Background: an optimization exercise with open tools, aiming at a short achievable clock period. Do not read the settings as production practice. The RTL was checked by simulation tests, not by an equivalence proof against the original design. Power figures rest on the tool's default switching activity, not on a simulated workload.

$ cat flow/constraint.sdc
create_clock -name core_clock -period 7.0 [get_ports {CLK}]
set_input_delay 1.4000 -clock core_clock [delete_from_list [all_inputs] [get_ports {CLK}]]
set_output_delay 1.4000 -clock core_clock [all_outputs]
set_load 0.01 [all_outputs]
$ cat flow/design.v
module icache_assoc #(
  parameter int SETS        = 8,
  parameter int WAYS        = 2,
  parameter int BLOCK_WORDS = 2
) (
  input  logic        CLK,
  input  logic        RST,
  input  logic        imemREN,
  input  logic [31:0] imemaddr,
  input  logic        dmemREN,
  input  logic        dmemWEN,
  input  logic        iflush,
  output logic        ihit,
  output logic [31:0] imemload,
  output logic        iREN,
  output logic [31:0] iaddr,
  input  logic        iwait,
  input  logic [31:0] iload,
  output logic [31:0] hit_count,
  output logic [31:0] miss_count
);
  localparam int BO = $clog2(BLOCK_WORDS);
  localparam int IW = $clog2(SETS);
  localparam int TW = 30 - BO - IW;
  localparam int WW = (WAYS > 1) ? $clog2(WAYS) : 1;
  localparam int CW = (BO > 0) ? BO : 1;
  localparam logic [31:0]   OFF_MASK  = 32'(BLOCK_WORDS * 4 - 1);
  localparam logic [CW-1:0] LAST_WORD = CW'(BLOCK_WORDS - 1);
  typedef enum logic {S_LOOKUP = 1'b0, S_FILL = 1'b1} state_t;
  state_t state_q, state_d;
  logic [31:0]     data_mem [SETS][WAYS][BLOCK_WORDS];
  logic [TW-1:0]   tag_mem  [SETS][WAYS];
  logic [SETS-1:0][WAYS-1:0] valid_q, valid_d;
  logic [SETS-1:0][WW-1:0]   ptr_q, ptr_d;
  logic [31:0]   fill_addr_q, fill_addr_d;    
  logic [WW-1:0] victim_q, victim_d;
  logic [CW-1:0] word_cnt_q, word_cnt_d;
  logic [31:0]   hit_count_q, hit_count_d;
  logic [31:0]   miss_count_q, miss_count_d;
  logic [IW-1:0] req_idx;
  logic [TW-1:0] req_tag;
  logic [CW-1:0] req_off;
  logic [IW-1:0] fill_idx;
  logic [TW-1:0] fill_tag;
  logic          unused_addr_bits;
  assign req_idx          = imemaddr[BO+2 +: IW];
  assign req_tag          = imemaddr[31 -: TW];
  assign fill_idx         = fill_addr_q[BO+2 +: IW];
  assign fill_tag         = fill_addr_q[31 -: TW];
  assign unused_addr_bits = ^imemaddr[1:0];
  generate
    if (BO > 0) begin : g_off
      assign req_off = imemaddr[2 +: CW];
    end else begin : g_no_off
      assign req_off = '0;
    end
  endgenerate
  logic [WAYS-1:0] way_match;
  generate
    for (genvar gi = 0; gi < WAYS; gi++) begin : g_match
      assign way_match[gi] = valid_q[req_idx][gi] && (tag_mem[req_idx][gi] == req_tag);
    end
  endgenerate
  logic [WW-1:0] hit_way;
  logic [WW-1:0] victim_sel;
  always_comb begin
    hit_way    = '0;
    victim_sel = ptr_q[req_idx];
    for (int w = WAYS - 1; w >= 0; w--) begin
      if (way_match[w]) hit_way = WW'(w);
      if (!valid_q[req_idx][w]) victim_sel = WW'(w);
    end
  end
  logic dmem_busy, lookup_hit, miss_start, word_take, fill_last, fill_done;
  assign dmem_busy  = dmemREN | dmemWEN;
  assign lookup_hit = (state_q == S_LOOKUP) && imemREN && !dmem_busy && (|way_match);
  assign miss_start = (state_q == S_LOOKUP) && imemREN && !dmem_busy && !(|way_match) && !iflush;
  assign word_take  = (state_q == S_FILL) && !iwait;
  assign fill_last  = word_take && (word_cnt_q == LAST_WORD);
  assign fill_done  = fill_last && !iflush;
  always_ff @(posedge CLK or posedge RST) begin
    if (RST) state_q <= S_LOOKUP;
    else     state_q <= state_d;
  end
  always_comb begin
    state_d = state_q;
    case (state_q)
      S_LOOKUP: if (miss_start) state_d = S_FILL;
      S_FILL:   if (iflush || fill_last) state_d = S_LOOKUP;
    endcase
  end
  always_comb begin
    ihit     = lookup_hit;
    imemload = lookup_hit ? data_mem[req_idx][hit_way][req_off] : 32'd0;
    iREN     = (state_q == S_FILL);
    iaddr    = (state_q == S_FILL) ? (fill_addr_q | (32'(word_cnt_q) << 2)) : 32'd0;
  end
  always_comb begin
    valid_d      = valid_q;
    ptr_d        = ptr_q;
    fill_addr_d  = fill_addr_q;
    victim_d     = victim_q;
    word_cnt_d   = word_cnt_q;
    hit_count_d  = hit_count_q;
    miss_count_d = miss_count_q;
    if (miss_start) begin
      fill_addr_d = imemaddr & ~OFF_MASK;
      victim_d    = victim_sel;
      word_cnt_d  = '0;
      valid_d[req_idx][victim_sel] = 1'b0;
    end
    if (word_take) word_cnt_d = word_cnt_q + 1'b1;
    if (fill_done) begin
      valid_d[fill_idx][victim_q] = 1'b1;
      ptr_d[fill_idx] = (WAYS > 1) ? ptr_q[fill_idx] + 1'b1 : '0;
    end
    if (iflush) begin
      for (int s = 0; s < SETS; s++) begin
        valid_d[s] = '0;
        ptr_d[s]   = '0;
      end
    end
    if (lookup_hit && (hit_count_q != 32'hFFFF_FFFF)) hit_count_d = hit_count_q + 32'd1;
    if (miss_start && (miss_count_q != 32'hFFFF_FFFF)) miss_count_d = miss_count_q + 32'd1;
  end
  always_ff @(posedge CLK or posedge RST) begin
    if (RST) begin
      for (int s = 0; s < SETS; s++) begin
        valid_q[s] <= '0;
        ptr_q[s]   <= '0;
      end
      fill_addr_q  <= '0;
      victim_q     <= '0;
      word_cnt_q   <= '0;
      hit_count_q  <= '0;
      miss_count_q <= '0;
    end else begin
      valid_q      <= valid_d;
      ptr_q        <= ptr_d;
      fill_addr_q  <= fill_addr_d;
      victim_q     <= victim_d;
      word_cnt_q   <= word_cnt_d;
      hit_count_q  <= hit_count_d;
      miss_count_q <= miss_count_d;
    end
  end
  always_ff @(posedge CLK) begin
    if (word_take) data_mem[fill_idx][victim_q][word_cnt_q] <= iload;
    if (fill_done) tag_mem[fill_idx][victim_q] <= fill_tag;
  end
  assign hit_count  = hit_count_q;
  assign miss_count = miss_count_q;
endmodule
$ cat flow/run.sh
#!/bin/bash
# synth_recipe.tcl (not shown) runs the flow's synth.tcl, then flattens the netlist and writes it again
# the make line also repeats each setting of config.mk as NAME=value (left out here)
make -C /OpenROAD-flow-scripts/flow DESIGN_CONFIG=/design/flow/config.mk WORK_HOME=/design/flow/orfs CLKGATE_MAP_FILE= SYNTH_SCRIPT=/design/flow/synth_recipe.tcl finish
$ cat flow/config.mk
export PLATFORM = sky130hd
export DESIGN_NAME = icache_assoc
export DESIGN_NICKNAME = icache_assoc
export VERILOG_FILES = /design/flow/design.v
export SDC_FILE = /design/flow/constraint.sdc
export NUM_CORES = 4
export LEC_CHECK = 0
export CAP_MARGIN = 20
export CORE_MARGIN = 2
export CORE_UTILIZATION = 40
export SLEW_MARGIN = 20
==> results of run 1 <==
-- kinds of logic after synthesis --
logic type	Yosys count	synth area share (%)
mux	533	14.16
buf+inv	178	1.420
xor+xnor	85	1.211
flops	1560	75.20
simple gates	532	4.338
compound gates	288	3.280
fa+ha+maj	19	0.3866
other cells	1	0.006098
-- cell usage after synthesis, drive strengths merged, types with 6 or more instances --
library cell	number	area share [%]
nor3	29	0.24
nand4	29	0.30
and3	39	0.40
mux2i	223	3.6
mux4	265	9.7
nand3b	14	0.17
o2111ai	17	0.24
o22ai	58	0.59
edfxtp	1440	70
o221ai	16	0.23
o211ai	6	0.073
or3	12	0.13
o21ai	52	0.43
a221oi	16	0.23
dfrtp	120	4.9
a31oi	6	0.061
inv	28	0.17
nand3	42	0.34
nand2	176	1.1
xnor2	49	0.70
clkbuf	69	0.42
ha	19	0.39
a21bo	11	0.18
and4	9	0.13
nor2b	11	0.11
nor2	85	0.54
nor4	31	0.32
mux2	45	0.82
xor2	36	0.51
a22oi	57	0.70
buf	81	0.83
a22o	11	0.16
a21oi	23	0.19
and2	36	0.37
-- final timing paths --
kind	from	to	cells past startpoint
setup / recovery	imemaddr[4]	imemload[2]	21
hold / removal	hit_count_q[15]$_DFFE_PP0P_	hit_count_q[15]$_DFFE_PP0P_	1
setup reg to reg	tag_mem[13][8]$_DFFE_PP_	hit_count_q[27]$_DFFE_PP0P_	14
hold reg to reg	hit_count_q[15]$_DFFE_PP0P_	hit_count_q[15]$_DFFE_PP0P_	1
max in group asynchronous	RST	miss_count_q[25]$_DFFE_PP0P_	3
min in group asynchronous	RST	miss_count_q[19]$_DFFE_PP0P_	2
-- critical path, delay by kind of cell --
kind,cells,cell delay (ns)
multiplexers,2,0.57
buffers and inverters,11,1.80
AND/OR/NAND/NOR,6,1.33
AO/OA/AOI/OAI,2,0.37
-- state kept, by name, summed over array words and instances (netlist names) --
name and cells:
victim_q 1, state_q 1, valid_q 16, data_mem 1024, hit_count_q 32, miss_count_q 32
fill_addr_q 29, word_cnt_q 1, tag_mem 416, ptr_q 8
-- through the flow --
stage | TNS, ns | utilization [%] | instances | power, mW
2_1_floorplan | 0 | - | 3197 | 11.18
3_3_place_gp | -6.200 | 44.81 | 5553 | 11.70
3_5_place_dp | -5.457 | 44.82 | 5554 | 11.72
4_1_cts | -0.1736 | 48.41 | 5866 | 19.79
5_1_grt | -0.009736 | 48.60 | 5881 | 20.23
6_report | 0 | 48.60 | 5882 | 19.64
-- layer usage --
layer  vias to the layer above  wire [um]
met5                         -         21
met3                       212      11430
met2                      1213      77020
li1                      14090          -
met4                         4       3170
met1                     17390      68900
-- timing repair --
action / in CTS / in global routing
resized for setup: 63 / 42
hold buffers: 0 / 0
hold endpoints to repair: 0 / 0
setup endpoints to repair: 31 / 20
pin swaps: 12 / 16
gates cloned: 6 / 1
buffers inserted: 12 / 12
-- cell type report --
cell class	count	area, um2	area share [%]
Multi-Input combinational cell	1459	15050	20.34
Timing Repair Buffer	509	5081	6.867
Clock buffer	210	4307	5.820
Antenna cell	2	5.005	0.006764
Tap cell	2030	2540	3.433
Sequential cell	1560	46240	62.50
Inverter	28	110.1	0.1488
Clock inverter	84	658.1	0.8894
-- cell usage in the layout (no fill, tap or decap), types with 43 or more instances in the layout --
cell,instances
mux2i_1,218
buf_4,258
dfrtp_1,120
edfxtp_1,1440
clkbuf_1,43
nand2_1,176
clkbuf_16,165
mux4_2,265
o22ai_1,57
clkdlybuf4s50_1,154
mux2_2,45
xnor2_1,48
a22oi_1,53
-- power by group --
part	switching (mW)	internal, mW	leakage (nW)
registers	0.217	10.4	14.6
logic	0.547	0.395	7.59
clock network	3.58	4.51	2.41
total	4.35	15.3	24.6
==> metrics list, run 1 <==
- Clock tree synthesis inserted a total of 161 buffers.
* Share of layout cells above drive strength 1: between 20% and 30%
- The number of global-route vias before repair is 32860.
- The mapped netlist covers between 60000 and 70000 um2.
- For this run, the register share of the synthesized area comes to 75.20%.
* Actual slew at the worst max-slew pin: approximately 1.1 ns
* Global-route track usage on met2: 32.47%
* Data required time at the worst endpoint: 5.60 ns
* GR met1 Demand/Resource: between 20% and 30%
- Yosys mapped a number of flops with a built-in enable equal to 1440.
- VDD sags by at most 234.3 uV.
- DR pass1 iterations: 5
- Counting flops with an async set or reset pin after synthesis yields a share of 7.692%.
- WL per Instance: 27.29 um
* Layout net count: 3809
* Run status: complete, no violations
- Once detailed placement completed, the half-perimeter wirelength came to slightly below 100000 um.
* GRT overflow: 0
* Final WS setup: 0.07190 ns
- Setup WS pre-CTS: -0.3600 ns
- The worst setup path is of the input pin to output port kind.
- A synthesized cell averages a little under 20 um2.
- STA classifies the critical path startpoint as an input pin.
* Clock tree from TritonCTS: yes
* Largest fanout on the critical path: 11
- Measured along the x axis, the die boundary spans 396.1 um.
* Via density per instance: 5.594
- The clock drives 1560 sinks.
- For this run, the slowest stage of the critical path takes about 0.33 ns.
* Capturing element type of the critical path: output port
- Number of failing hold endpoints at the final stage: 0
- Max-cap violations in this run came to 0.
- Synthesis inferred 1560 register bits.
- The first global-routing pass estimated 231300 um of wire.
- Antenna violations before repair: 4
* Smallest hold slack: about 0.49 ns
* Final standard cell area without fillers: about 74000 um2
* Clock insertion delay at the later pin of the skew report: 0.80 ns
- Final Setup Violations: 0
- In the global route stage, overall resource usage came out at 20.30%.
- Entering global routing, the biggest net connects 67 pins.
* Tcrit/Tclk final: 98.97%
- Clock tree skew after final layout: roughly 0.036 ns
- After floorplanning, the core was divided into 143 placement rows.
* Remaining antenna violation count after routing: 0
* Cell variety after synth: 63
* Final max-slew violation count: 0
- Measured along the y axis, the die boundary spans approximately 400 um.
- The die covers approximately 160000 um2.
- The H-tree was split into 4 levels.
* Clock root cell: clkbuf_16
- The worst hold path belongs to the class flip-flop to flip-flop.
* Clk buf depth: 3
* Fillcell total: 12600
* Power density over the cells: roughly 270 nW/um2
- Timing would allow up to 144.3 MHz.
- Area growth, synth to finish: 20.33%
- After detailed routing, the number of remaining DRC violations is 0.
- At the end of routability-driven placement, the weighted congestion stood at 0.8636.
- Via count: 32900
- Number of input and output port buffers inserted: 196
- For this run, the number of Yosys warnings is 1.
* Boundary pin count: roughly 200
* Cell area reported after detailed placement: 68250 um2
* Initial detailed-routing violation count: between 3000 and 4000
* Tightest slew margin relative to the limit: 25.10%
- Counting stages on the worst path, the most repeated cell is buf_4.
- The worst path needs 6.928 ns of the cycle, external delays included.
- For flop-to-flop paths, the worst setup slack is 2.96 ns.
- Worst path arrival time: 5.53 ns
* Most used flip-flop cell after synthesis: edfxtp_1
* Number of standard cells after synthesis: 3196
- Worst-path clk slew: 0.06 ns
* Global-route track usage on met3: 3.658%
- After global routing, the most crowded layer is met2.
- Pleak: 24.57 nW
- The core region is around 150000 um2.
* Master of the slowest instance on the critical path: nor4b_1
- Effective utilization at floorplan: 40.39%
* Series of cell instances along the critical path: buf_12 -> buf_16 -> buf_4 -> nor2_4 -> buf_4 -> clkbuf_16 -> a22o_1 -> or3_1 -> nand4_1 -> nor4b_1 -> and4_1 -> nor2b_4 -> buf_12 -> buf_16 -> buf_12 -> buf_4 -> mux4_2 -> mux2i_1 -> o221ai_1 -> buf_4 -> buf_4
* Final wirelength: 160500 um
==> run 2, diff against run 1 <==
--- a/flow/design.v
+++ b/flow/design.v
@@ -32,7 +32,7 @@
   logic [TW-1:0]   tag_mem  [SETS][WAYS];
   logic [SETS-1:0][WAYS-1:0] valid_q, valid_d;
   logic [SETS-1:0][WW-1:0]   ptr_q, ptr_d;
-  logic [31:0]   fill_addr_q, fill_addr_d;    
+  logic [31:0]   fill_addr_q, fill_addr_d;
   logic [WW-1:0] victim_q, victim_d;
   logic [CW-1:0] word_cnt_q, word_cnt_d;
   logic [31:0]   hit_count_q, hit_count_d;
@@ -55,29 +55,48 @@
       assign req_off = '0;
     end
   endgenerate
+  logic [SETS-1:0] set_sel;
+  logic [SETS-1:0][WAYS-1:0] sw_match;
   logic [WAYS-1:0] way_match;
-  generate
-    for (genvar gi = 0; gi < WAYS; gi++) begin : g_match
-      assign way_match[gi] = valid_q[req_idx][gi] && (tag_mem[req_idx][gi] == req_tag);
+  always_comb begin
+    for (int s = 0; s < SETS; s++) begin
+      set_sel[s] = (req_idx == IW'(s));
+      for (int w = 0; w < WAYS; w++)
+        sw_match[s][w] = valid_q[s][w] && (tag_mem[s][w] == req_tag);
     end
-  endgenerate
-  logic [WW-1:0] hit_way;
+    for (int w = 0; w < WAYS; w++) begin
+      way_match[w] = 1'b0;
+      for (int s = 0; s < SETS; s++)
+        way_match[w] = way_match[w] | (set_sel[s] & sw_match[s][w]);
+    end
+  end
+  logic [WAYS-1:0][31:0] way_word;
+  always_comb begin
+    for (int w = 0; w < WAYS; w++)
+      way_word[w] = data_mem[req_idx][w][req_off];
+  end
   logic [WW-1:0] victim_sel;
   always_comb begin
-    hit_way    = '0;
     victim_sel = ptr_q[req_idx];
-    for (int w = WAYS - 1; w >= 0; w--) begin
-      if (way_match[w]) hit_way = WW'(w);
+    for (int w = WAYS - 1; w >= 0; w--)
       if (!valid_q[req_idx][w]) victim_sel = WW'(w);
-    end
   end
-  logic dmem_busy, lookup_hit, miss_start, word_take, fill_last, fill_done;
+  logic dmem_busy, lookup_ok, lookup_hit, miss_start, word_take, fill_last, fill_done;
+  logic [WAYS-1:0] way_hit;
   assign dmem_busy  = dmemREN | dmemWEN;
-  assign lookup_hit = (state_q == S_LOOKUP) && imemREN && !dmem_busy && (|way_match);
-  assign miss_start = (state_q == S_LOOKUP) && imemREN && !dmem_busy && !(|way_match) && !iflush;
+  assign lookup_ok  = (state_q == S_LOOKUP) && imemREN && !dmem_busy;
+  assign lookup_hit = lookup_ok && (|way_match);
+  assign miss_start = lookup_ok && !(|way_match) && !iflush;
   assign word_take  = (state_q == S_FILL) && !iwait;
   assign fill_last  = word_take && (word_cnt_q == LAST_WORD);
   assign fill_done  = fill_last && !iflush;
+  always_comb begin
+    for (int w = 0; w < WAYS; w++) begin
+      way_hit[w] = lookup_ok && way_match[w];
+      for (int v = 0; v < w; v++)
+        way_hit[w] = way_hit[w] && !way_match[v];
+    end
+  end
   always_ff @(posedge CLK or posedge RST) begin
     if (RST) state_q <= S_LOOKUP;
     else     state_q <= state_d;
@@ -91,7 +110,9 @@
   end
   always_comb begin
     ihit     = lookup_hit;
-    imemload = lookup_hit ? data_mem[req_idx][hit_way][req_off] : 32'd0;
+    imemload = '0;
+    for (int w = 0; w < WAYS; w++)
+      imemload = imemload | ({32{way_hit[w]}} & way_word[w]);
     iREN     = (state_q == S_FILL);
     iaddr    = (state_q == S_FILL) ? (fill_addr_q | (32'(word_cnt_q) << 2)) : 32'd0;
   end
--- a/flow/config.mk
+++ b/flow/config.mk
@@ -8,4 +8,5 @@
 export CAP_MARGIN = 20
 export CORE_MARGIN = 2
 export CORE_UTILIZATION = 40
+export SETUP_SLACK_MARGIN = 3.5
 export SLEW_MARGIN = 20
==> run 2 against run 1 <==
Effect of this change:
- critical path depth decreased by 6
- die area increased by 4.6%
- core utilization increased by 3.0 points
- register-to-register slack improved by 0.71 ns
- synthesized area increased by 4.6%
- sequential cell count unchanged
- design area increased by 12%
- first-iteration DRC count increased by 52%
- synthesized cell count increased by 14%
- count of clock-buffer cells in the layout increased by 5
- largest cell class unchanged
- largest power group unchanged
==> metrics list, run 2 <==
- Number of enable flip-flop cells after synthesis: 1440 (unchanged)
- Run status: complete, no violations (unchanged).
- Final max-slew violation count: 0 (unchanged)
* Via count: 38270 (was 32900)
- The power share of the combinational group is 10.2% (was 4.8%).
- Remaining antenna violation count after routing: 0 (unchanged)
* Switching portion of total power: 24.36% (was 22.13%)
* Effective utilization at floorplan: 40.16% (was 40.39%)
* Number of H-tree branching levels: 4 (unchanged)
- The wire length of the first global-routing pass came to 286300 um (was 231300 um).
- The maximum net fanout on the critical path is 6 (was 11).
- The clock network power share came to 39.4% (was 41.2%).
- The fraction of post-synthesis cell area in the top cell type by area came to 67.21% (was 70.32%).
- The final weighted congestion in routability-driven placement is 0.8875 (was 0.8636).
* Num CTS Buffers: 163 (was 161)
- The fraction of the yosys area taken by sequential cells was 71.88% (was 75.20%).
- The max capacitance violation total is 0 (unchanged).
- The cell with the largest stage delay on the worst path is nor3_4 (was nor4b_1).
- The residual overflow from global routing came to 0 (unchanged).
- The standard cell area after detailed placement came to 70530 um2 (was 68250 um2).
- Share of flip-flops with an asynchronous set or reset: 7.692% (unchanged)
- Synth Cell Area: 64340 um2 (was 61500 um2)
- Total Negative Setup Slacks: 0 ns (unchanged)
* Clk buf depth: 3 (unchanged)
- The synthesis warning total is 1 (unchanged).
* Fillcell total: 12620 (was 12600)
- Total Routing Usage GR: 24.78% (was 20.30%)
- Combined buffer and inverter count along the critical path: 8 (was 11)
- The critical path arrival is 3.85 ns (was 5.53 ns).
* Clock root cell: clkbuf_16 (unchanged)
- The maximum clock frequency was 190.6 MHz (was 144.3 MHz).
* Final Setup Violations: 0 (unchanged)
- The startpoint kind of the worst setup timing path is an input pin (unchanged).
- The number of cells on the worst hold path is 1 (unchanged).
- Worst-path clk slew: 0.05 ns (was 0.06 ns)
- CP Class: input pin to output port (unchanged)
- Residual DRC: 0 (unchanged)
* Tightest slew margin relative to the limit: 25.65% (was 25.10%)
* Core Box Area: 160200 um2 (was 152300 um2)
- Clock tree from TritonCTS: yes (unchanged)
* Actual slew at the worst max-slew pin: 1.112 ns (was 1.121 ns)
* Register ranked first by flip-flop count: data_mem (unchanged)
- Tcrit/Tclk final: 74.95% (was 98.97%)
- The category of the worst setup path capture point is an output port (unchanged).
* Data required time at the worst endpoint: 5.60 ns (about the same)
- Most repeated cell in the gate-level netlist after synthesis: edfxtp_1 (unchanged)
- Number of flip-flops and latches in the synthesized netlist: 1560 (unchanged)
* Stage delay of the slowest cell on the critical path: 0.34 ns (was 0.33 ns)
- Top post-synthesis cells by area: edfxtp_1, mux4_2, xnor2_1, dfrtp_1, nand4_1 (was edfxtp_1, mux4_2, dfrtp_1, mux2i_1, nand2_1)
- The time the worst path needs with I/O delays and setup was 5.247 ns (was 6.928 ns).
* WL per Instance: 31.45 um (was 27.29 um)
- The class of the most critical hold timing path is flip-flop to flip-flop (unchanged).
* Via density per instance: 5.862 (was 5.594)
* Clock tree skew after final layout: 0.06156 ns (was 0.03638 ns)
* Post-detailed-placement half-perimeter wirelength: 103700 um (was 96090 um)
- CP top delay family: buffers and inverters (unchanged)
- Boundary pin count: 201 (unchanged)
- Internal Dissipation: 15.72 mW (was 15.29 mW)
- The maximum number of pins on one net before global-route repair came to 65 (was 67).
- The sequential fraction of design power is 50.4% (was 54.0%).
* Number of logic stages on the critical path including buffering: 15 (was 21)
- Worst vdd ir: 276.7 uV (was 234.3 uV)
* Cell type with the highest aggregate area in the netlist: edfxtp_1 (unchanged)
* Top library cells by usage in the layout, fill and taps aside: edfxtp_1, nand4_1, buf_4 (was edfxtp_1, mux4_2, buf_4)
- The chip height came to 405.0 um (was 396.1 um).
* Reg2reg path depth: 14 (unchanged)
- The top flip-flop cell by instance count after synthesis is edfxtp_1 (unchanged).
- Antenna violations before repair: 9 (was 4)
* Number of input and output port buffers inserted: 196 (unchanged)
- Most common cell after layout, fill and taps aside: edfxtp_1 (unchanged)
- Clock insertion delay at the later pin of the skew report: 0.81 ns (was 0.80 ns)
* Sink Count: 1560 (unchanged)
- The number of hold buffers added after cts is 0 (unchanged).
- The share of post-route cells with drive strength above 1 was 33.15% (was 25.53%).
* Number of standard cells after synthesis: 3631 (was 3196)
* Total design power: 20.79 mW (was 19.64 mW)
- The number of distinct standard cells referenced by the synthesized netlist came to 63 (unchanged).
- The final wirelength was 205300 um (was 160500 um).
* Final standard cell area without fillers: 82660 um2 (was 74000 um2)
* Number of failing hold endpoints at the final stage: 0 (unchanged)
- The area overhead of the layout relative to synthesis is 28.48% (was 20.33%).
* Switching power total: 5.064 mW (was 4.346 mW)
- Series of cell instances along the critical path: buf_4 -> buf_12 -> xnor2_1 -> nand4_1 -> nor3_4 -> a22oi_2 -> nand4_1 -> buf_12 -> inv_4 -> nand3_4 -> buf_12 -> buf_16 -> o21ai_4 -> buf_6 -> buf_6 (was buf_12 -> buf_16 -> buf_4 -> nor2_4 -> buf_4 -> clkbuf_16 -> a22o_1 -> or3_1 -> nand4_1 -> nor4b_1 -> and4_1 -> nor2b_4 -> buf_12 -> buf_16 -> buf_12 -> buf_4 -> mux4_2 -> mux2i_1 -> o221ai_1 -> buf_4 -> buf_4).
- Syn avg cell area: 17.72 um2 (was 19.24 um2)
* Vias in the first global route: 37200 (was 32860)
- The iteration count of the initial detailed-routing pass is 5 (unchanged).
* Most prevalent standard cell on the critical path: buf_12 (was buf_4)
* RSZ-0062 raised after global routing: yes
- The static leakage was 27.95 nW (was 24.57 nW).
- The detailed router's first-iteration violation count is 5230 (was 3452).
- The die span in x is 405.0 um (was 396.1 um).
- The area of the die was 164100 um2 (was 156900 um2).
- The flip-flop count of the largest register, all copies and words added came to 1024 (unchanged).
- Biggest registers after layout: data_mem (1024), tag_mem (416) (unchanged)
* Number of rows in the core area: 147 (was 143)
* Synth cell count leaders: edfxtp_1, xnor2_1, nand4_1 (was edfxtp_1, mux4_2, mux2i_1)
- Power density over the cells: 251.5 nW/um2 (was 265.4 nW/um2)
- The layout net count is 4325 (was 3809).
## run 2: changes by cell type after synthesis, sizes merged, moves of 29 or more
cell     previous run  this run
a2111oi             0        32
nand2b              4        35
a211oi              2        34
xnor2              49       452
a22oi              57         8
nand3              42        79
mux4              265       225
nor2b              11        40
mux2i             223       104
nand4              29       245
nand2             176        53
o22ai              58         1
## run 2: metal layers
metal / track usage, % / wire length [um] / up-vias
li1: - / - / 15750
met1: 34.29 / 81640 / 20010
met2: 38.32 / 95080 / 2060
met3: 5.593 / 20000 / 454
met4: 9.341 / 8563 / 8
met5: 0 / 46 / -
## run 2: path summary, 6_finish.rpt
| path | slack (ns) | end | startpoint |
|---|---|---|---|
| max | 1.75 | imemload[4] | imemaddr[20] |
| min | 0.49 | hit_count_q[19]$_DFFE_PP0P_ | hit_count_q[19]$_DFFE_PP0P_ |
| max reg2reg | 3.67 | valid_q[12]$_DFF_PP0_ | valid_q[11]$_DFF_PP0_ |
| min reg2reg | 0.49 | hit_count_q[19]$_DFFE_PP0P_ | hit_count_q[19]$_DFFE_PP0P_ |
| max in group asynchronous | 5.04 | fill_addr_q[9]$_DFFE_PP0N_ | RST |
| min in group asynchronous | 1.25 | fill_addr_q[26]$_DFFE_PP0N_ | RST |
## run 2: logic make-up (layout without fill, tap and decap cells)
group           Yosys count  in the layout  share of synthesized area (%)
compound gates          231            231                          2.487
xor+xnor                477            477                          6.505
fa+ha+maj                18             18                         0.3501
buf+inv                 225            947                          1.801
flops                  1560           1560                          71.88
mux                     360            360                          10.04
other cells               1              6                       0.005829
simple gates            759            770                          6.933
## run 2: per-stage QoR
step / utilization [%] / setup slack, ns / instances / hold slack (ns)
2_1_floorplan: - / 2.519 / 3632 / 0.5007
3_3_place_gp: 43.96 / 0.2925 / 5960 / 0.4853
3_5_place_dp: 44.03 / 0.2898 / 5964 / 0.4798
4_1_cts: 50.92 / 1.848 / 6491 / 0.4915
5_1_grt: 51.59 / 1.725 / 6527 / 0.5079
6_report: 51.60 / 1.753 / 6529 / 0.4928
## run 2: power by group through the flow
stage               combinational (mW)  clock (mW)  sequential, mW
CTS                               2.03        8.32            10.5
global route                      2.16        8.69            10.5
detailed placement                1.57           0            10.7
finish                            2.12        8.19            10.5
global placement                  1.56           0            10.7
floorplan                        0.746           0            10.7
## run 2: repair_timing
item,CTS,global route
resized for setup,866,145
pin swaps,162,69
endpoints found under the setup margin,993,328
hold endpoints to repair,0,0
setup buffers,185,28
cloned,48,4
## run 2: final cells by class
| class | count | area (um2) | area share, % |
|---|---|---|---|
| tap | 2160 | 2703 | 3.270 |
| sequential | 1560 | 46270 | 55.98 |
| antenna | 4 | 10.01 | 0.01211 |
| clock inverter | 79 | 620.6 | 0.7508 |
| inverter | 32 | 162.7 | 0.1968 |
| clock buffer | 215 | 4358 | 5.272 |
| multi-input combinational | 1858 | 20920 | 25.31 |
| timing repair buffer | 621 | 7612 | 9.210 |
==> run 3, diff against run 2 <==
--- a/flow/config.mk
+++ b/flow/config.mk
@@ -7,6 +7,7 @@
 export LEC_CHECK = 0
 export CAP_MARGIN = 20
 export CORE_MARGIN = 2
-export CORE_UTILIZATION = 40
+export CORE_UTILIZATION = 65
+export PLACE_DENSITY = 0.75
 export SETUP_SLACK_MARGIN = 3.5
 export SLEW_MARGIN = 20
==> run 3 against run 2 <==
Effect of this change:
- critical path type unchanged
- global-route usage grew 17 points
- clock skew shrank 0.028 ns
- register-to-register slack lost 0.19 ns
- design area shrank 1.2%
- critical path depth is the same
- critical endpoint is now imemload[6]
- combinational power shrank 3%
- highest routed layer unchanged
- count of clock-buffer cells in the layout shrank 18
- via count grew 6.9%
==> metrics list, run 3 <==
* Tightest slew margin relative to the limit: 20.89% (was 25.65%)
* Antenna violations before repair: 11 (was 9)
- Top library cells by usage in the layout, fill and taps aside: edfxtp_1, xnor2_1, nand4_1 (was edfxtp_1, nand4_1, buf_4)
- Largest register FFs: 1024 (unchanged)
- The synthesis warning total is 1 (unchanged).
- The global-route usage over all layers came to 41.87% (was 24.78%).
- Clock tree skew after final layout: 0.03362 ns (was 0.06156 ns)
- Register ranked first by flip-flop count: data_mem (unchanged)
- Max-cap check violation count: 0 (unchanged)
* GRT overflow: 0 (unchanged)
* Number of standard cells after synthesis: 3631 (unchanged)
- Startpoint kind of the worst setup timing path: input pin (unchanged)
- The final clock period utilization by the worst path is 79.40% (was 74.95%).
* Initial detailed-routing violation count: 6303 (was 5230)
* Most common cell after layout, fill and taps aside: edfxtp_1 (unchanged)
- The class of the most critical hold timing path was flip-flop to flip-flop (unchanged).
- Run status: complete, no violations (unchanged).
* Capturing element type of the critical path: output port (unchanged)
- The last element of the critical path was imemload[6] (was imemload[4]).
* Synth cell count leaders: edfxtp_1, xnor2_1, nand4_1 (unchanged)
* Worst-path clk slew: 0.06 ns (was 0.05 ns)
* Number of failing hold endpoints at the final stage: 0 (unchanged)
* Via count: 40900 (was 38270)
- Final standard cell area without fillers: 81670 um2 (was 82660 um2)
* CP Class: input pin to output port (unchanged)
- The die span in x came to 318.6 um (was 405.0 um).
* F_max: 179.9 MHz (was 190.6 MHz)
* Non-filler instance count after layout: 5657 (was 6529)
- Clock root cell: clkbuf_16 (unchanged)
* Top post-synthesis cells by area: edfxtp_1, mux4_2, xnor2_1, dfrtp_1, nand4_1 (unchanged)
- Most repeated cell in the gate-level netlist after synthesis: edfxtp_1 (unchanged)
- The synthesis-stage register bit count was 1560 (unchanged).
* Number of input and output port buffers inserted: 196 (unchanged)
- The standard cell area after detailed placement is 69220 um2 (was 70530 um2).
* Num CTS Buffers: 155 (was 163)
* Series of cell instances along the critical path: buf_6 -> buf_12 -> buf_12 -> xnor2_1 -> nand4_1 -> nor3_2 -> a22oi_1 -> nand4_1 -> buf_6 -> nand3_4 -> buf_12 -> buf_16 -> buf_4 -> o21ai_4 -> buf_6 (was buf_4 -> buf_12 -> xnor2_1 -> nand4_1 -> nor3_4 -> a22oi_2 -> nand4_1 -> buf_12 -> inv_4 -> nand3_4 -> buf_12 -> buf_16 -> o21ai_4 -> buf_6 -> buf_6)
- The number of global-route vias before repair is 40180 (was 37200).
- The transition time at the pin with the least slew margin was 1.185 ns (was 1.112 ns).
- The count of endpoints failing setup in the final report was 0 (unchanged).
* Stage delay of the slowest cell on the critical path: 0.29 ns (was 0.34 ns)
- The remaining antenna violation count after routing is 0 (unchanged).
- Largest fanout on the critical path: 7 (was 6)
- Global-route wire length before repair: 295200 um (was 286300 um)
* Sink Count: 1560 (unchanged)
* Post-detailed-placement half-perimeter wirelength: 102600 um (was 103700 um)
- RD Place Congestion: 0.9538 (was 0.8875)
- The average size of a mapped cell is 17.72 um2 (unchanged).
- The area overhead of the layout relative to synthesis is 26.95% (was 28.48%).
- The remaining routing DRC violations is 0 (unchanged).
* Smallest hold slack: 0.4846 ns (was 0.4928 ns)
- The floorplan row count was 115 (was 147).
- The smallest setup slack after layout came to 1.442 ns (was 1.753 ns).
* Final wirelength: 216900 um (was 205300 um)
- The share of post-route cells with drive strength above 1 was 32.54% (was 33.15%).
- The number of synthesized flops with an enable pin came to 1440 (unchanged).
- RSZ-0062 raised after global routing: yes (unchanged).
* Portion of synthesized cell area occupied by the leading cell type: 67.21% (unchanged)
* R2R Path Start: fill_addr_q[4]$_DFFE_PP0N_ (was valid_q[11]$_DFF_PP0_)
- The level count of the clock H-tree came to 4 (unchanged).
- Cell variety after synth: 63 (unchanged)
- The power per cell area was 255.9 nW/um2 (was 251.5 nW/um2).
- Seq/Total Area, Yosys: 71.88% (unchanged)
- The buffer depth of the longest clock path is 3 (unchanged).
* WL per Instance: 38.34 um (was 31.45 um)
- Source of the critical timing path: imemaddr[29] (was imemaddr[20])
* DR pass1 iterations: 14 (was 5)
- The netlist area before placement was 64340 um2 (unchanged).
- Die Ht: 318.6 um (was 405.0 um)
* Via density per instance: 7.229 (was 5.862)
- The cell with the largest stage delay on the worst path is xnor2_1 (was nor3_4).
- The top flip-flop cell by instance count after synthesis is edfxtp_1 (unchanged).
- The starting density of the core was 65.46% (was 40.16%).
- The utilization of the core after routing is 83.11% (was 51.60%).
- Worst path arrival time: 4.16 ns (was 3.85 ns)
- The maximum resistive drop on vdd came to 253.8 uV (was 276.7 uV).
- Clock insertion delay at the later pin of the skew report: 0.79 ns (was 0.81 ns)
- Setup WS pre-CTS: 0.2073 ns (was 0.2898 ns)
* Pleak: 27.81 nW (was 27.95 nW)
- The endpoint of the worst-slack reg-to-reg timing path is data_mem[11][9]$_DFFE_PP_ (was valid_q[12]$_DFF_PP0_).
- The count of pins on the block boundary was 201 (unchanged).
- Reg2reg path depth: 4 (was 14)
- The biggest area consumer among synthesized cells is edfxtp_1 (unchanged).
- The total negative slack for setup checks was 0 ns (unchanged).
* Clock period minus worst slack: 5.558 ns (was 5.247 ns)
- The fraction of registers with async set or reset after synthesis came to 7.692% (unchanged).
- The data required time of the worst path is 5.60 ns (about the same).
- The area of the die was 101500 um2 (was 164100 um2).
- Clock tree from TritonCTS: yes (unchanged)
- The reg2reg setup slack was 3.48 ns (was 3.67 ns).
* Number of instances in the placed design: 5060 (was 5964)
* Core Box Area: 98280 um2 (was 160200 um2)
* Biggest registers after layout: data_mem (1024), tag_mem (416) (unchanged)
- The overall power was 20.90 mW (was 20.79 mW).
- The layout net count was 4325 (unchanged).
- The maximum number of pins on one net before global-route repair came to 73 (was 65).
- The count of pins over their slew limit was 0 (unchanged).
run 3: cell counts after synthesis:
No cell type changed its count.
run 3: where the power goes:
| group | switching, mW | internal, mW | total (mW) |
|---|---|---|---|
| Combinational | 1.33 | 0.712 | 2.05 |
| Clock | 3.58 | 4.81 | 8.39 |
| Sequential | 0.0720 | 10.4 | 10.5 |
run 3: critical path: cells and delay by family:
family | cells | cell delay (ns)
buffers and inverters | 8 | 1.27
AND/OR/NAND/NOR | 4 | 0.75
XOR/XNOR | 1 | 0.29
AO/OA/AOI/OAI | 2 | 0.42
run 3: how the worst min path moves through the flow:
stage,startpoint,end,cells past startpoint
detailed placement,miss_count_q[27]$_DFFE_PP0P_,miss_count_q[27]$_DFFE_PP0P_,1
finish,miss_count_q[27]$_DFFE_PP0P_,miss_count_q[27]$_DFFE_PP0P_,1
floorplan,ptr_q[1]$_DFFE_PP0P_,ptr_q[1]$_DFFE_PP0P_,2
CTS,miss_count_q[27]$_DFFE_PP0P_,miss_count_q[27]$_DFFE_PP0P_,1
global route,miss_count_q[29]$_DFFE_PP0P_,miss_count_q[29]$_DFFE_PP0P_,1
global placement,miss_count_q[19]$_DFFE_PP0P_,miss_count_q[19]$_DFFE_PP0P_,1
run 3: area by class of cell:
class | instances | area (um2)
multi-input cells | 1859 | 20780
well taps | 1287 | 1610
clock buffers | 197 | 4160
fillers | 4401 | 16600
clock inverters | 85 | 905.9
repair buffers | 628 | 7771
inverters | 32 | 173.9
flip-flops and latches | 1560 | 46250
diodes | 9 | 22.52
run 3: layer usage:
layer	vias to the layer above	global-route usage, %	part of all wire [%]	routed length, um
met4	8	29.77	9.2	19870
li1	15750	-	-	-
met1	20440	51.90	31	67720
met5	-	0	0.069	149
met3	1026	10.28	13	28390
met2	3671	65.44	46	100800
run 3: cell families (layout without fill, tap and decap cells):
group | Yosys count | after routing | share of synthesized area [%]
flops | 1560 | 1560 | 71.88
simple gates | 759 | 771 | 6.933
xor+xnor | 477 | 477 | 6.505
mux | 360 | 360 | 10.04
compound gates | 231 | 231 | 2.487
buf+inv | 225 | 942 | 1.801
fa+ha+maj | 18 | 18 | 0.3501
other cells | 1 | 11 | 0.005829
run 3: timing repair:
| item | in CTS | in global routing |
|---|---|---|
| resized for setup | 756 | 225 |
| hold buffers | 0 | 0 |
| endpoints found under the setup margin | 612 | 492 |
| pin swaps | 162 | 87 |
| cloned | 41 | 14 |
| buffers inserted | 212 | 38 |
==> run 4, diff against run 3 <==
==> flow/flow/run.sh (new file) <==
#!/bin/bash
set -euo pipefail
here=$(pwd)
bash standard.sh PRE_IO_PLACEMENT_TCL="$here/flow/io.tcl" finish > "$here/standard.log" 2>&1
==> flow/flow/io.tcl (new file) <==
# Keep the fetch-path ports (fetch address and control in, hit and
# instruction word out) together on one stretch of the left edge, so the
# tag-compare cone sits next to both its inputs and its outputs.
set da [ord::get_die_area]
set mid [expr {([lindex $da 1] + [lindex $da 3]) / 2.0}]
set lo [expr {int($mid - 45)}]
set hi [expr {int($mid + 45)}]
set crit {}
foreach p [get_ports {imemaddr[*] imemload[*] ihit imemREN dmemREN dmemWEN}] {
  lappend crit [get_full_name $p]
}
set_io_pin_constraint -pin_names $crit -region "left:$lo-$hi"
==> flow/standard.sh (new file) <==
#!/bin/bash
# synth_recipe.tcl (not shown) runs the flow's synth.tcl, then flattens the netlist and writes it again
# the make line also repeats each setting of config.mk as NAME=value (left out here)
make -C /OpenROAD-flow-scripts/flow DESIGN_CONFIG=/design/flow/config.mk WORK_HOME=/design/flow/orfs CLKGATE_MAP_FILE= SYNTH_SCRIPT=/design/flow/synth_recipe.tcl "${@:-finish}"
removed: flow/run.sh
==> run 4 against run 3 <==
Effect of this change:
- synthesized area is the same
- the flow now stops in I/O pin placement
- synthesized cell count unchanged
==> metrics list, run 4 <==
* Die Ht: 318.6 um (unchanged)
- Number of standard cells after synthesis: 3631 (unchanged)
- Portion of synthesized cell area occupied by the leading cell type: 67.21% (unchanged)
- Most repeated cell in the gate-level netlist after synthesis: edfxtp_1 (unchanged)
- Effective utilization at floorplan: 65.46% (unchanged)
- Number of rows in the core area: 115 (unchanged)
- Error Message: [ERROR PPL-0111] 1 constraint(s) does not have available slots for the pins.
- The number of distinct standard cells referenced by the synthesized netlist was 63 (unchanged).
- The fraction of the yosys area taken by sequential cells is 71.88% (unchanged).
- The top flip-flop cell by instance count after synthesis is edfxtp_1 (unchanged).
- The biggest area consumer among synthesized cells is edfxtp_1 (unchanged).
- Width of the chip: 318.6 um (unchanged)
- The synthesis-stage register bit count came to 1560 (unchanged).
- Syn avg cell area: 17.72 um2 (unchanged)
- Share of flip-flops with an asynchronous set or reset: 7.692% (unchanged)
- Synth cell count leaders: edfxtp_1, xnor2_1, nand4_1 (unchanged).
* Run status: did not finish (was complete, no violations)
- Top post-synthesis cells by area: edfxtp_1, mux4_2, xnor2_1, dfrtp_1, nand4_1 (unchanged)
- Synth Cell Area: 64340 um2 (unchanged)
* Synthesis Warnings: 1 (unchanged)
- Failed at: I/O pin placement
* Number of enable flip-flop cells after synthesis: 1440 (unchanged)
==> run 4: kinds of logic after synthesis <==
kind of cell    after synthesis  synth area share (%)
mux                         360                 10.04
fa+ha+maj                    18                0.3501
flops                      1560                 71.88
other cells                   1              0.005829
buf+inv                     225                 1.801
simple gates                759                 6.933
xor+xnor                    477                 6.505
compound gates              231                 2.487
==> run 5, diff against run 4 <==
==> flow/flow/io.tcl (replaced) <==
# Keep the fetch-path ports (fetch address and control in, hit and
# instruction word out) together on one stretch of the left edge, so the
# tag-compare cone sits next to both its inputs and its outputs.
set da [ord::get_die_area]
set mid [expr {([lindex $da 1] + [lindex $da 3]) / 2.0}]
set lo [expr {int($mid - 65)}]
set hi [expr {int($mid + 65)}]
set crit {ihit imemREN dmemREN dmemWEN}
for {set i 2} {$i < 32} {incr i} { lappend crit "imemaddr\[$i\]" }
for {set i 0} {$i < 32} {incr i} { lappend crit "imemload\[$i\]" }
set_io_pin_constraint -pin_names $crit -region "left:$lo-$hi"
==> run 5 against run 4 <==
Effect of this change:
- the run now finishes clean
- synthesized cell count is the same
- synthesized area did not move
==> metrics list, run 5 <==
* Run status: complete, no violations (was did not finish)
- Global routing consumed, on the met3 layer, between 10 and 15% of the routing resources.
- The setup path with the least slack is of type input pin to output port.
- Boundary pin count: 201
- RSZ-0062 raised after global routing: yes
- The floorplan row count came to 115 (unchanged).
* Share of flip-flops with an asynchronous set or reset: 7.692% (unchanged)
- Fillcell total: 4694
* Most repeated cell in the gate-level netlist after synthesis: edfxtp_1 (unchanged)
- Clock period minus worst slack: 5.986 ns
* Total Negative Setup Slacks: 0 ns
* Die area: a little over 100000 um2
- Final Setup Violations: 0
* Number of input and output port buffers inserted: 196
- Of the total power, registers draw 50.5%.
* Switching power total: 4.975 mW
* Layout net count: 4294
* Residual DRC: 0
- In this run the power density over the cells is 259.8 nW/um2.
* Largest register FFs: 1024
* Number of standard cells after synthesis: 3631 (unchanged)
* Synth Cell Area: 64340 um2 (unchanged)
* Clock network fraction of design power: 39.9%
- Seq/Total Area, Yosys: 71.88% (unchanged)
- Cells with a size suffix above 1 make up 30.48% of the layout.
- Data required time at the worst endpoint: 5.60 ns
- Clock tree from TritonCTS: yes
- TritonCTS created 156 clock buffers.
- Total Routing Usage GR: 42.09%
* Internal Dissipation: roughly 16 mW
- Syn avg cell area: 17.72 um2 (unchanged)
* Combinational fraction of design power: approximately a tenth
* GR met1 Demand/Resource: 53.02%
* WL per Instance: 38.86 um
* HP Class: flip-flop to flip-flop
- Most common cell after layout, fill and taps aside: edfxtp_1
- The synthesis warning total was 1 (unchanged).
- CTS placed an instance of clkbuf_16 at the clock tree root.
* Core Box Area: 98280 um2
- Clock tree skew after final layout: 0.03814 ns
* Synth cell count leaders: edfxtp_1, xnor2_1, nand4_1 (unchanged)
* Final max-slew violation count: 0
- Summed over all cells, the static leakage comes to 26.68 nW.
- DR pass1 iterations: 9
* Clock insertion delay at the later pin of the skew report: 0.80 ns
- Global-route wire length before repair: 294700 um
- Effective utilization at floorplan: 65.46% (unchanged)
* Tightest slew margin relative to the limit: between 20% and 30%
* GRT Max-Usage Layer: met2
- Post-detailed-placement half-perimeter wirelength: about 110000 um
* Via count: a little over 40000
- Top post-synthesis cells by area: edfxtp_1, mux4_2, xnor2_1, dfrtp_1, nand4_1 (unchanged).
- Biggest registers after layout: data_mem (1024), tag_mem (416)
- Top library cells by usage in the layout, fill and taps aside: edfxtp_1, xnor2_1, buf_4
- Number of flip-flops and latches in the synthesized netlist: 1560 (unchanged)
* Most used flip-flop cell after synthesis: edfxtp_1 (unchanged)
- Die Ht: 318.6 um (unchanged)
* Portion of synthesized cell area occupied by the leading cell type: 67.21% (unchanged)
- For the pin with the worst max-slew slack, the measured transition is roughly 1.2 ns.
- Worst-path clk slew: 0.06 ns
- The die span in x came to 318.6 um (unchanged).
- Worst path arrival time: between 4 and 5 ns
- Number of H-tree branching levels: 4
- The number of distinct standard cells referenced by the synthesized netlist came to 63 (unchanged).
- The tool flagged a number of max-cap violations equal to 0.
* Largest net degree at the start of global routing: 68
- The biggest area consumer among synthesized cells was edfxtp_1 (unchanged).
- Final wirelength: 219200 um
- The hold violation count in the final report came to 0.
* Switching portion of total power: 23.98%
* F_max: 167.0 MHz
* Tcrit/Tclk final: 85.52%
- Capturing element type of the critical path: output port
- After global routing the overflow that remains totals 0.
- Area growth, synth to finish: 24.11%
- The worst setup path is launched from an input pin.
* Antenna violations before repair: 30
- Number of enable flip-flop cells after synthesis: 1440 (unchanged)
- CTS saw 1560 sinks.
- Via density per instance: 7.288
- The design draws 20.74 mW.
- The number of global-route vias before repair was a little under 40000.
- After routing the design area is 79840 um2.
- Global routing used 62.72% of the available met2 tracks.
- Across the VDD grid, the largest voltage drop is around 320 uV.
- In this run, the number of DRC markers left after iteration 0 of detailed routing was 6725.
- Summing all placed instances gives a cell area of 69450 um2.
- Remaining antenna violation count after routing: 0
- The sequential cells in the finished layout cover a total of 46280 um2.
- The multi-input combinational cells in the finished layout cover a total of 19790 um2.
- Largest fanout on the critical path: 12
- RD Place Congestion: 0.9211
- Ranked by flip-flop count, first place goes to data_mem.
- Clk buf depth: 3
run 5: cell counts after synthesis:
No cell type changed its count.
run 5: metrics by stage:
step	hold slack, ns	worst slack (ns)	cells	util [%]
3_5_place_dp	0.4869	0.2317	5074	70.67
5_1_grt	0.5115	1.072	5630	81.22
6_report	0.4939	1.014	5640	81.25
2_1_floorplan	0.5007	2.519	3632	-
3_3_place_gp	0.4763	0.2127	5063	70.38
4_1_cts	0.4943	1.545	5548	79.40
run 5: metal layers:
layer	part of all wire, %	wire length (um)
met5	0.12	263
met4	8.3	18230
met3	16	34440
met2	45	98450
met1	31	67800
run 5: layout make-up:
cell class,count,share of cell area (%)
clock buffer,197,5.135
sequential,1560,57.96
inverter,32,0.1849
clock inverter,86,1.081
tap,1287,2.017
multi-input combinational,1863,24.79
antenna,23,0.07208
timing repair buffer,592,8.763
run 5: cells by family after synthesis:
group	synth area share, %
xor gates and xnor gates	6.505
adders and majority gates	0.3501
other	0.005829
muxes	10.04
and+or+nand+nor	6.933
AOI/OAI and AO/OA	2.487
DFF	71.88
buffers and inverters	1.801
run 5: critical path: stages:
cell     delay (ns)
buf_4          0.18
buf_12         0.18
xnor2_1        0.29
nand4_1        0.21
nor4_4         0.64
a22oi_2        0.19
nand4_1        0.18
buf_6          0.14
nand3_4        0.19
buf_12         0.25
buf_12         0.15
buf_8          0.13
o21ai_4        0.25
buf_6          0.16
run 5: repair_timing:
item                       CTS  global route
hold buffers                 0             0
resized for setup          526           174
setup endpoints to repair  582           565
buffers inserted           154            62
pin swaps                   74            66
gates cloned                37             7
run 5: worst paths after layout:
kind,to,cells past startpoint,slack (ns),startpoint
worst max-delay path,imemload[27],14,1.01,imemaddr[25]
worst min-delay path,miss_count_q[19]$_DFFE_PP0P_,1,0.49,miss_count_q[19]$_DFFE_PP0P_
worst max register to register,valid_q[1]$_DFF_PP0_,10,3.30,state_q$_DFF_PP0_
worst min register to register,miss_count_q[19]$_DFFE_PP0P_,1,0.49,miss_count_q[19]$_DFFE_PP0P_
max in group asynchronous,miss_count_q[15]$_DFFE_PP0P_,3,4.87,RST
min in group asynchronous,fill_addr_q[18]$_DFFE_PP0N_,2,0.97,RST
run 5: power groups by stage:
stage	sequential (mW)	combinational (mW)	clock (mW)
2_1_floorplan	10.7	0.746	0
3_3_place_gp	10.7	1.46	0
3_5_place_dp	10.7	1.49	0
4_1_cts	10.5	1.81	8.22
5_1_grt	10.5	2.01	8.63
6_report	10.5	2.00	8.28
==> run 6, diff against run 5 <==
--- a/flow/config.mk
+++ b/flow/config.mk
@@ -7,7 +7,6 @@
 export LEC_CHECK = 0
 export CAP_MARGIN = 20
 export CORE_MARGIN = 2
-export CORE_UTILIZATION = 65
-export PLACE_DENSITY = 0.75
+export CORE_UTILIZATION = 45
 export SETUP_SLACK_MARGIN = 3.5
 export SLEW_MARGIN = 20
==> run 6 against run 5 <==
Effect of this change:
- fmax rose by 11%
- clock skew grew 0.0050 ns
- non-clock buffer count down 21
- critical path type unchanged
- core utilization fell by 24 points
- count of clock-buffer cells in the layout is 16 higher
- still clean
- first-iteration DRC count is 35% lower
- hold slack got worse by 0.0061 ns
==> metrics list, run 6 <==
- Run status: complete, no violations (unchanged).
- The number of distinct standard cells referenced by the synthesized netlist is 63 (unchanged).
* Die Ht: 382.1 um (was 318.6 um)
* Number of standard cells after synthesis: 3631 (unchanged)
* Data required time at the worst endpoint: 5.60 ns (about the same)
- The count of pins over their slew limit is 0 (unchanged).
- The synthesis-stage register bit count is 1560 (unchanged).
- Synth Cell Area: 64340 um2 (unchanged)
- The fraction of post-synthesis cell area in the top cell type by area came to 67.21% (unchanged).
- The final clock period utilization by the worst path came to 77.16% (was 85.52%).
* Global-route wire length before repair: 279300 um (was 294700 um)
- Final Setup Violations: 0 (unchanged)
* Effective utilization at floorplan: 45.38% (was 65.46%)
- The root buffer cell is clkbuf_16 (unchanged).
- Non-filler instance count after layout: 6202 (was 5640)
- Number of failing hold endpoints at the final stage: 0 (unchanged)
* Worst vdd ir: 263.0 uV (was 324.0 uV)
* Number of rows in the core area: 138 (was 115)
* Via count: 38370 (was 41110)
- CP Class: input pin to output port (unchanged)
- Via density per instance: 6.187 (was 7.288)
* Remaining antenna violation count after routing: 0 (unchanged)
- The worst slew slack as a fraction of its limit came to 18.20% (was 22.11%).
* Global-route track usage on met2: 41.20% (was 62.72%)
- Worst-path clk slew: 0.05 ns (was 0.06 ns)
- The reg2reg setup slack was 3.54 ns (was 3.30 ns).
* Post-CTS Hold Fix Bufs: 0 (unchanged)
- Clock tree skew after final layout: 0.04317 ns (was 0.03814 ns)
- Width of the chip: 382.1 um (was 318.6 um)
- F_max: 185.1 MHz (was 167.0 MHz)
- Most repeated cell in the gate-level netlist after synthesis: edfxtp_1 (unchanged)
- Post-detailed-placement half-perimeter wirelength: 109000 um (was 110800 um)
- The residual overflow from global routing came to 0 (unchanged).
- RSZ-0062 raised after global routing: yes (unchanged).
- Global-route track usage on met3: 7.297% (was 14.84%)
* Actual slew at the worst max-slew pin: 1.226 ns (was 1.167 ns)
- The final weighted congestion in routability-driven placement was 0.8913 (was 0.9211).
- Biggest registers after layout: data_mem (1024), tag_mem (416) (unchanged)
* Register ranked first by flip-flop count: data_mem (unchanged)
- Seq/Total Area, Yosys: 71.88% (unchanged)
- The power per cell area came to 258.9 nW/um2 (was 259.8 nW/um2).
* Synthesis Warnings: 1 (unchanged)
* Layout net count: 4270 (was 4294)
* Synth cell count leaders: edfxtp_1, xnor2_1, nand4_1 (unchanged)
* Top post-synthesis cells by area: edfxtp_1, mux4_2, xnor2_1, dfrtp_1, nand4_1 (unchanged)
* Core Box Area: 141800 um2 (was 98280 um2)
- Pleak: 27.09 nW (was 26.68 nW)
* DR pass1 iterations: 6 (was 9)
* Largest net degree at the start of global routing: 79 (was 68)
- The busiest layer in global routing was met2 (unchanged).
- The worst-case hold slack came to 0.4878 ns (was 0.4939 ns).
* WL per Instance: 32.88 um (was 38.86 um)
- Clock tree from TritonCTS: yes (unchanged)
- HP Class: flip-flop to flip-flop (unchanged)
* Worst path arrival time: 4.00 ns (was 4.59 ns)
* Cell type with the highest aggregate area in the netlist: edfxtp_1 (unchanged)
- Initial detailed-routing violation count: 4370 (was 6725)
- The number of global-route vias before repair was 36380 (was 39670).
* Syn avg cell area: 17.72 um2 (unchanged)
* Number of enable flip-flop cells after synthesis: 1440 (unchanged)
* Number of input and output port buffers inserted: 196 (unchanged)
* Footprint of the multi-input gates: 20100 um2 (was 19790 um2)
- Share of flip-flops with an asynchronous set or reset: 7.692% (unchanged)
* Number of instances in the placed design: 5676 (was 5074)
- The clock sink count came to 1560 (unchanged).
* Clock period minus worst slack: 5.401 ns (was 5.986 ns)
- The count of pins on the block boundary was 201 (unchanged).
* Num CTS Buffers: 164 (was 156)
* Area growth, synth to finish: 26.09% (was 24.11%)
- Capturing element type of the critical path: output port (unchanged)
* Storage element area: 46260 um2 (was 46280 um2)
- Final wirelength: 203900 um (was 219200 um)
- Residual DRC: 0 (unchanged)
* Share of layout cells above drive strength 1: 31.89% (was 30.48%)
- The initial antenna violation count was 21 (was 30).
- GR met1 Demand/Resource: 38.56% (was 53.02%)
- The filler cell count in the final layout came to 10610 (was 4694).
* Max-cap check violation count: 0 (unchanged)
* Largest fanout on the critical path: 9 (was 12)
- The total negative slack for setup checks is 0 ns (unchanged).
- Die area: 146000 um2 (was 101500 um2)
- Most common cell after layout, fill and taps aside: edfxtp_1 (unchanged)
- Largest register FFs: 1024 (unchanged)
* Startpoint kind of the worst setup timing path: input pin (unchanged)
- Total Routing Usage GR: 27.29% (was 42.09%)
- The utilization of the core after routing is 57.23% (was 81.25%).
- Top library cells by usage in the layout, fill and taps aside: edfxtp_1, xnor2_1, nand4_1 (was edfxtp_1, xnor2_1, buf_4).
- The buffer depth of the longest clock path was 3 (unchanged).
- Most used flip-flop cell after synthesis: edfxtp_1 (unchanged)
- Number of H-tree branching levels: 4 (unchanged)
- Clock insertion delay at the later pin of the skew report: 0.81 ns (was 0.80 ns)
==> run 6: cell counts after synthesis <==
No cell type changed its count.
==> run 6: kinds of logic after synthesis <==
group / Yosys count / share of synthesized area, %
xor+xnor: 477 / 6.505
other cells: 1 / 0.005829
flops: 1560 / 71.88
fa+ha+maj: 18 / 0.3501
mux: 360 / 10.04
simple gates: 759 / 6.933
compound gates: 231 / 2.487
buf+inv: 225 / 1.801
==> run 6: critical path, cell delays in order <==
cell and delay (ns):
buf_4 0.22, buf_12 0.22, xnor2_1 0.13, nand4_1 0.18
nor4_4 0.06, a22oi_2 0.25, nand4_1 0.21, buf_12 0.20
inv_6 0.06, nand3_4 0.14, buf_12 0.18, buf_16 0.14
buf_6 0.12, o21ai_4 0.24, buf_6 0.15
==> run 6: worst paths after layout <==
path | startpoint | to | depth (start not counted)
max | imemaddr[23] | imemload[19] | 15
min in group asynchronous | RST | fill_addr_q[25]$_DFFE_PP0N_ | 2
min | miss_count_q[20]$_DFFE_PP0P_ | miss_count_q[20]$_DFFE_PP0P_ | 1
max reg2reg | state_q$_DFF_PP0_ | data_mem[25][10]$_DFFE_PP_ | 9
min reg2reg | miss_count_q[20]$_DFFE_PP0P_ | miss_count_q[20]$_DFFE_PP0P_ | 1
max in group asynchronous | RST | fill_addr_q[30]$_DFFE_PP0N_ | 3
==> run 6: area by class of cell <==
type                            count  share of cell area [%]
Inverter                           32                  0.1959
Clock buffer                      213                   5.411
Antenna cell                        3                0.009254
Multi-Input combinational cell   1851                   24.77
Clock inverter                     81                   1.188
Timing Repair inverter              1                 0.03702
Timing Repair Buffer              571                   8.449
Tap cell                         1890                   2.915
Sequential cell                  1560                   57.02
==> run 6: where the power goes <==
group / internal (mW) / switching, mW
clock: 4.91 / 3.74
combinational: 0.653 / 1.17
sequential: 10.4 / 0.133
total: 16.0 / 5.05
==> run 6: repair_timing <==
item	CTS	global route
setup buffers	152	41
gates resized for setup	741	224
gates cloned	26	10
pin swaps	97	96
endpoints found under the setup margin	860	318
==> run 6: metal layers <==
metal	vias up	part of all wire [%]
met4	26	3.6
met3	401	11
met2	2147	46
met1	20210	40
met5	-	0.082
li1	15590	-
==> run 6: stage by stage <==
step / area [um2] / power [mW] / worst slack (ns)
after global routing: 81110 / 21.53 / 1.612
after floorplan: 65550 / 11.44 / 2.519
after detailed placement: 70040 / 12.23 / 0.5232
after CTS: 79320 / 20.97 / 1.702
after global placement: 69950 / 12.22 / 0.4953
final: 81120 / 21.00 / 1.599
==> run 7, diff against run 6 <==
--- a/flow/design.v
+++ b/flow/design.v
@@ -91,11 +91,8 @@
   assign fill_last  = word_take && (word_cnt_q == LAST_WORD);
   assign fill_done  = fill_last && !iflush;
   always_comb begin
-    for (int w = 0; w < WAYS; w++) begin
-      way_hit[w] = lookup_ok && way_match[w];
-      for (int v = 0; v < w; v++)
-        way_hit[w] = way_hit[w] && !way_match[v];
-    end
+    for (int w = 0; w < WAYS; w++)
+      way_hit[w] = way_match[w];
   end
   always_ff @(posedge CLK or posedge RST) begin
     if (RST) state_q <= S_LOOKUP;
@@ -112,7 +109,7 @@
     ihit     = lookup_hit;
     imemload = '0;
     for (int w = 0; w < WAYS; w++)
-      imemload = imemload | ({32{way_hit[w]}} & way_word[w]);
+      imemload = imemload | ({32{way_hit[w]}} & (way_word[w] & {32{lookup_ok}}));
     iREN     = (state_q == S_FILL);
     iaddr    = (state_q == S_FILL) ? (fill_addr_q | (32'(word_cnt_q) << 2)) : 32'd0;
   end
@@ -124,12 +121,12 @@
     word_cnt_d   = word_cnt_q;
     hit_count_d  = hit_count_q;
     miss_count_d = miss_count_q;
-    if (miss_start) begin
+    if (state_q == S_LOOKUP) begin
       fill_addr_d = imemaddr & ~OFF_MASK;
       victim_d    = victim_sel;
       word_cnt_d  = '0;
-      valid_d[req_idx][victim_sel] = 1'b0;
     end
+    if (state_q == S_FILL) valid_d[fill_idx][victim_q] = 1'b0;
     if (word_take) word_cnt_d = word_cnt_q + 1'b1;
     if (fill_done) begin
       valid_d[fill_idx][victim_q] = 1'b1;
--- a/flow/config.mk
+++ b/flow/config.mk
@@ -7,6 +7,6 @@
 export LEC_CHECK = 0
 export CAP_MARGIN = 20
 export CORE_MARGIN = 2
-export CORE_UTILIZATION = 45
+export CORE_UTILIZATION = 40
 export SETUP_SLACK_MARGIN = 3.5
 export SLEW_MARGIN = 20
==> run 7 against run 6 <==
Effect of this change:
- synthesized cell count shrank 11%
- combinational power shrank 24%
- cell count decreased by 2.4%
- synthesized area decreased by 2.1%
- first-iteration DRC count is 7.7% higher
- design area fell by 2.3%
- worst setup slack improved by 0.043 ns
- largest power group unchanged
==> metrics list, run 7 <==
- Share of layout cells above drive strength 1: 36.15% (was 31.89%)
- The instance count of the mapped netlist came to 3227 (was 3631).
* Portion of synthesized cell area occupied by the leading cell type: 68.68% (was 67.21%)
- The busiest layer in global routing was met2 (unchanged).
- The cell internal power dissipation is 15.30 mW (was 15.95 mW).
- Startpoint kind of the worst setup timing path: input pin (unchanged)
- The cell with the largest stage delay on the worst path was nor4_4 (was a22oi_2).
- Clock period minus worst slack: 5.359 ns (was 5.401 ns)
- R2R Path Start: state_q$_DFF_PP0_ (unchanged)
- The clock network power share is 40.9% (was 41.2%).
* Total Routing Usage GR: 24.87% (was 27.29%)
* Clock insertion delay at the later pin of the skew report: 0.81 ns (about the same)
- The maximum net fanout on the critical path is 5 (was 9).
* Worst reg2reg setup slack: 3.34 ns (was 3.54 ns)
- The path type of the worst setup path was input pin to output port (unchanged).
- Number of enable flip-flop cells after synthesis: 1440 (unchanged)
- The clock skew came to 0.05924 ns (was 0.04317 ns).
* Worst path arrival time: 3.96 ns (was 4.00 ns)
- The worst-case hold slack came to 0.4833 ns (was 0.4878 ns).
- Combinational fraction of design power: 7.0% (was 8.7%)
- Storage element area: 46260 um2 (about the same)
- Most common cell after layout, fill and taps aside: edfxtp_1 (unchanged)
* Number of H-tree branching levels: 4 (unchanged)
- HP Class: flip-flop to flip-flop (unchanged)
- Final WS setup: 1.641 ns (was 1.599 ns)
- The first element of the critical path was imemaddr[13] (was imemaddr[23]).
- Number of rows in the core area: 145 (was 138)
- The number of input and output port buffers inserted is 196 (unchanged).
- The average wire per cell in the routed design is 33.20 um (was 32.88 um).
- Clock root cell: clkbuf_16 (unchanged)
* Antenna violations before repair: 25 (was 21)
- Run status: complete, no violations (unchanged)
* Biggest registers after layout: data_mem (1024), tag_mem (416) (unchanged)
* Clk buf depth: 3 (unchanged)
- Capturing element type of the critical path: output port (unchanged)
- The data required time of the worst path was 5.60 ns (about the same).
- Cell type with the highest aggregate area in the netlist: edfxtp_1 (unchanged)
* Hold Crit Start: hit_count_q[25]$_DFFE_PP0P_ (was miss_count_q[20]$_DFFE_PP0P_)
* Sequential cell fraction of total power: 52.1% (was 50.1%)
- Most prevalent standard cell on the critical path: buf_12 (unchanged)
- Most repeated cell in the gate-level netlist after synthesis: edfxtp_1 (unchanged)
- Top library cells by usage in the layout, fill and taps aside: edfxtp_1, xnor2_1, mux4_2 (was edfxtp_1, xnor2_1, nand4_1).
- The iteration count of the initial detailed-routing pass came to 5 (was 6).
* Largest net degree at the start of global routing: 70 (was 79)
* Largest register FFs: 1024 (unchanged)
* Via count: 35450 (was 38370)
- The transition time at the pin with the least slew margin was 1.236 ns (was 1.226 ns).
- RSZ-0062 raised after global routing: yes (unchanged).
* Die Ht: 400.7 um (was 382.1 um)
- Global-route wire length before repair: 277100 um (was 279300 um)
* Global-route track usage on met3: 7.342% (was 7.297%)
* Synth Cell Area: 62960 um2 (was 64340 um2)
- The max capacitance violation total was 0 (unchanged).
- The number of buffers added by the clock tree synthesis step came to 157 (was 164).
* Footprint of the multi-input gates: 17880 um2 (was 20100 um2)
* Switching portion of total power: 22.60% (was 24.03%)
- RD Place Congestion: 0.8186 (was 0.8913)
- Worst hold stages: 1 (unchanged)
- The die span in x is 400.7 um (was 382.1 um).
* Total design power: 19.76 mW (was 21.00 mW)
- R2R Path End: data_mem[24][2]$_DFFE_PP_ (was data_mem[25][10]$_DFFE_PP_)
* Number of instances in the placed design: 5462 (was 5676)
- The count of pins on the block boundary was 201 (unchanged).
* Global-route track usage on met2: 37.83% (was 41.20%)
- Most used flip-flop cell after synthesis: edfxtp_1 (unchanged)
* Final max-slew violation count: 0 (unchanged)
- Top post-synthesis cells by area: edfxtp_1, mux4_2, xnor2_1, dfrtp_1, nand4_1 (unchanged).
- The residual overflow from global routing came to 0 (unchanged).
* Layout net count: 3944 (was 4270)
- The cell area after layout came to 79260 um2 (was 81120 um2).
- The post-place setup slack was 0.4879 ns (was 0.5232 ns).
[run 7: cell count changes after synthesis, moves of 33 or more]
cell | before | now
mux2i_1 | 104 | 4
mux4_2 | 225 | 320
a211oi_1 | 34 | 1
nand4_1 | 245 | 132
nor2b_1 | 40 | 1
nand2b_1 | 35 | 69
[run 7: worst max-delay path by stage]
| stage | to | slack [ns] |
|---|---|---|
| after floorplan | imemload[10] | 2.49 |
| after global placement | imemload[20] | 0.49 |
| after detailed placement | imemload[20] | 0.49 |
| after CTS | imemload[30] | 1.71 |
| after global routing | imemload[2] | 1.64 |
| final | imemload[26] | 1.64 |
[run 7: area by class of cell]
type / instances / area share [%]
Antenna cell: 7 / 0.02210
Multi-Input combinational cell: 1500 / 22.56
Clock buffer: 210 / 5.325
Tap cell: 2058 / 3.249
Sequential cell: 1560 / 58.36
Timing Repair Buffer: 627 / 9.569
Inverter: 16 / 0.08051
Clock inverter: 76 / 0.8398
[run 7: cell families (layout without fill, tap and decap cells)]
group,Yosys count,after routing,synth area share [%]
buffers and inverters,183,929,1.826
and+or+nand+nor,541,556,4.787
adders and majority gates,11,11,0.2186
xor gates and xnor gates,480,480,6.713
DFF,1560,1560,73.45
other,1,9,0.005956
muxes,356,356,12.08
AOI/OAI and AO/OA,95,95,0.9142
[run 7: power by group through the flow]
stage / Combinational, mW / Clock [mW] / Sequential (mW)
finish: 1.38 / 8.09 / 10.3
global route: 1.43 / 8.55 / 10.3
CTS: 1.34 / 8.18 / 10.3
detailed placement: 1.09 / 0 / 10.5
global placement: 1.08 / 0 / 10.5
floorplan: 0.624 / 0 / 10.5
[run 7: worst max-delay path, delay by kind of cell]
kind	cells	cell delay (ns)
AND/OR/NAND/NOR	4	1.08
buffers and inverters	5	0.83
AO/OA/AOI/OAI	2	0.42
XOR/XNOR	1	0.17
[run 7: timing repair]
item / in CTS / in global routing
hold buffers: 0 / 0
hold endpoints to repair: 0 / 0
gates resized for setup: 720 / 197
cloned: 43 / 3
endpoints found under the setup margin: 745 / 325
pin swaps: 131 / 60
buffers inserted: 228 / 25
[run 7: layer usage]
layer  vias up  part of all wire, %
met5         -                0.079
met2      1904                   46
met3       354                   11
met1     19050                   40
met4        24                  2.9
li1      14110                    -

[static timing again, ports no longer ideal]
The results above use ideal ports. As a check the final layouts listed here were re-extracted and re-timed, cells and wires unchanged.
Step 1 assumes that a clkbuf_16 drives the clock port and a buf_2 every other input.
Step 2 times the ports against the registers' clock, not the clock port: input delays grow and output delays shrink by t, the midpoint of the rising clock arrivals with the driver on.
Three values: ideal, step 1, step 2; two values: the first two.
run | shift t [ns] | slack for setup (ns) | worst register clock-pin slew, ns
run 1 | 0.858 | 0.072 / 0.012 / 0.012 | 0.06 / 0.06
run 2 | 0.865 | 1.753 / 1.665 / 1.665 | 0.07 / 0.07
run 3 | 0.850 | 1.442 / 1.411 / 1.411 | 0.07 / 0.07
run 5 | 0.859 | 1.014 / 0.786 / 0.786 | 0.07 / 0.07
run 6 | 0.878 | 1.599 / 1.447 / 1.447 | 0.07 / 0.07
run 7 | 0.865 | 1.641 / 1.454 / 1.454 | 0.07 / 0.07
After both steps setup and hold are still met in every run listed. The setup slack of run 5, which loses most, moves by -0.228 ns with the drivers and by -0.228 ns with both steps.
